Source: an optimization exercise on an open RTL-to-GDS flow (aim: small area, a short achievable clock period and few clock cycles per item). Production flows keep margins and buffers that such runs may drop.
The RTL was checked by simulation tests, not by an equivalence proof against the original design.

## exp/delta
==> flow/design.v (excerpt) <==
module cpu_alu_with_flags (
    input  logic                            aclk,
    input  logic                            aresetn,
    input  logic                            s_tvalid,
    output logic                            s_tready,
    input  logic [cafl_pkg::S_TDATA_W-1:0]  s_tdata,
    output logic                            m_tvalid,
    input  logic                            m_tready,
    output logic [cafl_pkg::M_TDATA_W-1:0]  m_tdata
);
For scale: about 3,300 cells after synthesis, about 0.034 mm2 of cells after synthesis.
Settings: LEC_CHECK=0, CAP_MARGIN=20, CORE_MARGIN=2, CORE_UTILIZATION=40, SETUP_SLACK_MARGIN=5, SLEW_MARGIN=20; clock period 9.0 ns.
run.sh (not shown) runs the stock make flow with config.mk's settings and CLKGATE_MAP_FILE= SYNTH_SCRIPT=/design/flow/synth_recipe.tcl, a recipe that flattens the netlist after the stock synthesis.
exp/delta finished end to end and its layout was clean on timing, DRC and antenna.
Testbench counts of exp/delta, summed over its fixed seeds: cycles 17,779, items 16,000.
[inputs] exp/nickel vs exp/delta
--- a/flow/design.v
+++ b/flow/design.v
@@ -186,22 +186,21 @@
     input  logic        load,       
     input  logic [15:0] num,        
     input  logic [1:0]  rem0,       
     input  logic [15:0] den,        
     input  logic [17:0] den3,       
     input  logic        sel_r,      
     input  logic        neg_q,      
     input  logic        neg_r,      
     input  logic        release_i,  
     output logic        busy,
-    output logic [15:0] res,
-    output logic        zf          
+    output logic [15:0] res
 );
     logic [15:0] rem_q, nq_q, den_q;
     logic [17:0] den3_q;
     logic [3:0]  cnt_q;
     logic sel_r_q, neg_q_q, neg_r_q;
     logic [17:0] t, r1, r2, r3;
     logic        c1, c2, c3;
     logic [15:0] rem_n;
     logic [1:0]  qd;
     logic [17:0] den3_full;
@@ -241,21 +240,20 @@
         end
     end
     logic [15:0] dmr, negq;
     logic        unused_ge, unused_co;
     cafl_sub #(.N(16)) u_dmr (.a(den_q), .b(rem_q), .d(dmr), .ge(unused_ge));
     cafl_add #(.N(16)) u_neg (.a(~nq_q), .b(16'd0), .ci(1'b1), .y(negq), .co(unused_co));
     always_comb begin
         if (sel_r_q) res = (neg_r_q && rem_q != '0) ? dmr : rem_q;
         else         res = neg_q_q ? negq : nq_q;
     end
-    assign zf = sel_r_q ? (rem_q == 16'd0) : (nq_q == 16'd0);
 endmodule
 module cafl_post (
     input  logic        aclk,
     input  logic        aresetn,
     input  logic        push,       
     input  logic [20:0] din,
     output logic        full,       
     output logic        full_n,     
     output logic        m_tvalid,
     input  logic        m_tready,
@@ -305,22 +303,22 @@
     input  logic                            aresetn,
     input  logic                            s_tvalid,
     output logic                            s_tready,
     input  logic [cafl_pkg::S_TDATA_W-1:0]  s_tdata,
     output logic                            m_tvalid,
     input  logic                            m_tready,
     output logic [cafl_pkg::M_TDATA_W-1:0]  m_tdata
 );
     localparam int MW    = 4;             
     localparam int NDIV  = 2;             
-    localparam int ND    = 8;             
-    localparam int DXFER = ND + 1;        
+    localparam int DXFER = 9;             
+    localparam int ND    = DXFER;         
     localparam int MXFER = 16 / MW + 1;   
     localparam int R_S   = 0;    
     localparam int R_SUM = 1;    
     localparam int R_AND = 2;
     localparam int R_OR  = 3;
     localparam int R_XOR = 4;
     localparam int R_NOT = 5;
     localparam int R_SH  = 6;    
     localparam int R_D   = 7;    
     localparam int C_CO  = 0;    
@@ -502,21 +500,20 @@
         .sgn       (k.msgn),
         .neg       (k.mneg),
         .cin       (k.mcin),
         .release_i (m_rel),
         .busy      (m_busy),
         .res       (m_res),
         .cy        (m_cy)
     );
     logic [NDIV-1:0] dv_busy, dv_load, dv_rel;
     logic [NDIV-1:0][15:0] dv_res;
-    logic [NDIV-1:0]       dv_zf;
     logic [0:0]  wp, rp;
     logic        rd_div;
     logic [17:0] den3;
     assign num = aa;
     assign den = bb;
     logic [1:0] t1, q1, r1;
     always_comb begin
         t1 = aa[15:14];
         if (k.ds == 3'd1) begin
             q1 = t1;
@@ -549,22 +546,21 @@
             .load      (dv_load[j]),
             .num       ({num[13:0], q1}),
             .rem0      (r1),
             .den       (den),
             .den3      (den3),
             .sel_r     (k.sel_r),
             .neg_q     (k.negq),
             .neg_r     (k.negr),
             .release_i (dv_rel[j]),
             .busy      (dv_busy[j]),
-            .res       (dv_res[j]),
-            .zf        (dv_zf[j])
+            .res       (dv_res[j])
         );
     end
     always_ff @(posedge aclk) begin
         if (!aresetn) begin
             wp <= '0;
             rp <= '0;
         end else begin
             if (issue && is_div) wp <= ~wp;
             if (rd_div) rp <= ~rp;
         end
@@ -639,44 +635,43 @@
             dl_k[1]   <= k.kind;
             dl_res[1] <= res;
             dl_cy[1]  <= cy;
             dl_zx[1]  <= zx;
             for (int i = 2; i <= ND; i++) begin
                 if (i == MXFER && dl_k[i-1] == cafl_pkg::K_MUL) begin
                     dl_k[i]   <= cafl_pkg::K_NORM;
                     dl_res[i] <= m_res;
                     dl_cy[i]  <= m_cy;
                     dl_zx[i]  <= 1'b0;
+                end else if (i == DXFER && dl_k[i-1] == cafl_pkg::K_DIV) begin
+                    dl_k[i]   <= cafl_pkg::K_NORM;
+                    dl_res[i] <= dv_res[rp];
+                    dl_cy[i]  <= 1'b0;
+                    dl_zx[i]  <= 1'b0;
                 end else begin
                     dl_k[i]   <= dl_k[i-1];
                     dl_res[i] <= dl_res[i-1];
                     dl_cy[i]  <= dl_cy[i-1];
                     dl_zx[i]  <= dl_zx[i-1];
                 end
             end
         end
     end
     logic [15:0] o_res;
     logic        o_cy, o_zf, o_wr, o_ill, o_dz;
     logic [2:0]  ok;
     always_comb begin
         ok    = dl_k[ND];
-        if (ok == cafl_pkg::K_DIV) begin
-            o_res = dv_res[rp];
-            o_cy  = 1'b0;
-            o_zf  = dv_zf[rp];
-        end else begin
-            o_res = dl_res[ND];
-            o_cy  = dl_cy[ND];
-            o_zf  = dl_zx[ND] || ((ok != cafl_pkg::K_CMP) && (o_res == '0));
-        end
-        o_wr  = (ok == cafl_pkg::K_NORM) || (ok == cafl_pkg::K_DIV);
+        o_res = dl_res[ND];
+        o_cy  = dl_cy[ND];
+        o_zf  = dl_zx[ND] || ((ok != cafl_pkg::K_CMP) && (o_res == '0));
+        o_wr  = (ok == cafl_pkg::K_NORM);
         o_ill = (ok == cafl_pkg::K_ILL);
         o_dz  = (ok == cafl_pkg::K_DZ);
     end
     cafl_post u_out (
         .aclk     (aclk),
         .aresetn  (aresetn),
         .push     (adv && dl_v[ND]),
         .din      ({o_dz, o_ill, o_wr, o_zf, o_cy, o_res}),
         .full     (full),
         .full_n   (full_n),
Findings:
- The final layout from exp/nickel, which completed every stage, passed the timing, DRC and antenna checks at the end of the flow.
- Between exp/nickel and exp/delta, the difference in maximum single-stage delay on the critical path is negligible.
- From exp/delta to exp/nickel the numbers moved as follows: later-pin clock latency in the skew report shows a reduction of 0.02 ns; post-route worst setup slack down 0.10 ns; total inserted antenna cells moved up.
- exp/nickel gives more initial antenna violation count than exp/delta did.
- Compared with exp/delta, exp/nickel shows non-clock inverter total of the final layout that has gone down slightly.
- On total wire length after detailed routing: exp/nickel sits below exp/delta.
- Summary of exp/nickel over exp/delta: proportion of cell area occupied by multi-input gates moved down; sequential share of layout area moved up; met1 global-route usage moved down.
- On post-route core utilization, exp/nickel and exp/delta are basically level.
- Sequential cell area in the final layout went up by a few percent going from exp/delta to exp/nickel.
Testbench counts of exp/nickel, summed over its fixed seeds: cycles 17,787, items 16,000.

[port drivers added, routing unchanged]
No port has a modelled driver above. Below, the same layouts with a new extraction and two added sets of constraints.
Step 1, drivers: a clkbuf_16 drives aclk and a buf_2 each remaining input, both assumed.
Step 2 moves the port delays by t, midway between the first and last clock arrival at a register: inputs arrive t later, outputs are due t later. That takes back most of the time a late clock gives input paths.
Slacks: ideal ports / drivers / drivers and shift; pairs: ideal ports / drivers.
run	shift t [ns]	setup slack, ns	hold slack, ns	worst setup path at the end
exp/delta	0.693	5.129 / 5.129 / 4.468	0.411 / 0.411 / 0.411	input to register
exp/nickel	0.692	5.026 / 5.061 / 4.370	0.409 / 0.409 / 0.409	input to register
After both steps every run listed still meets setup and hold. For exp/delta, which loses most, drivers alone change the setup slack by 0.000 ns; drivers and shift together by -0.661 ns.
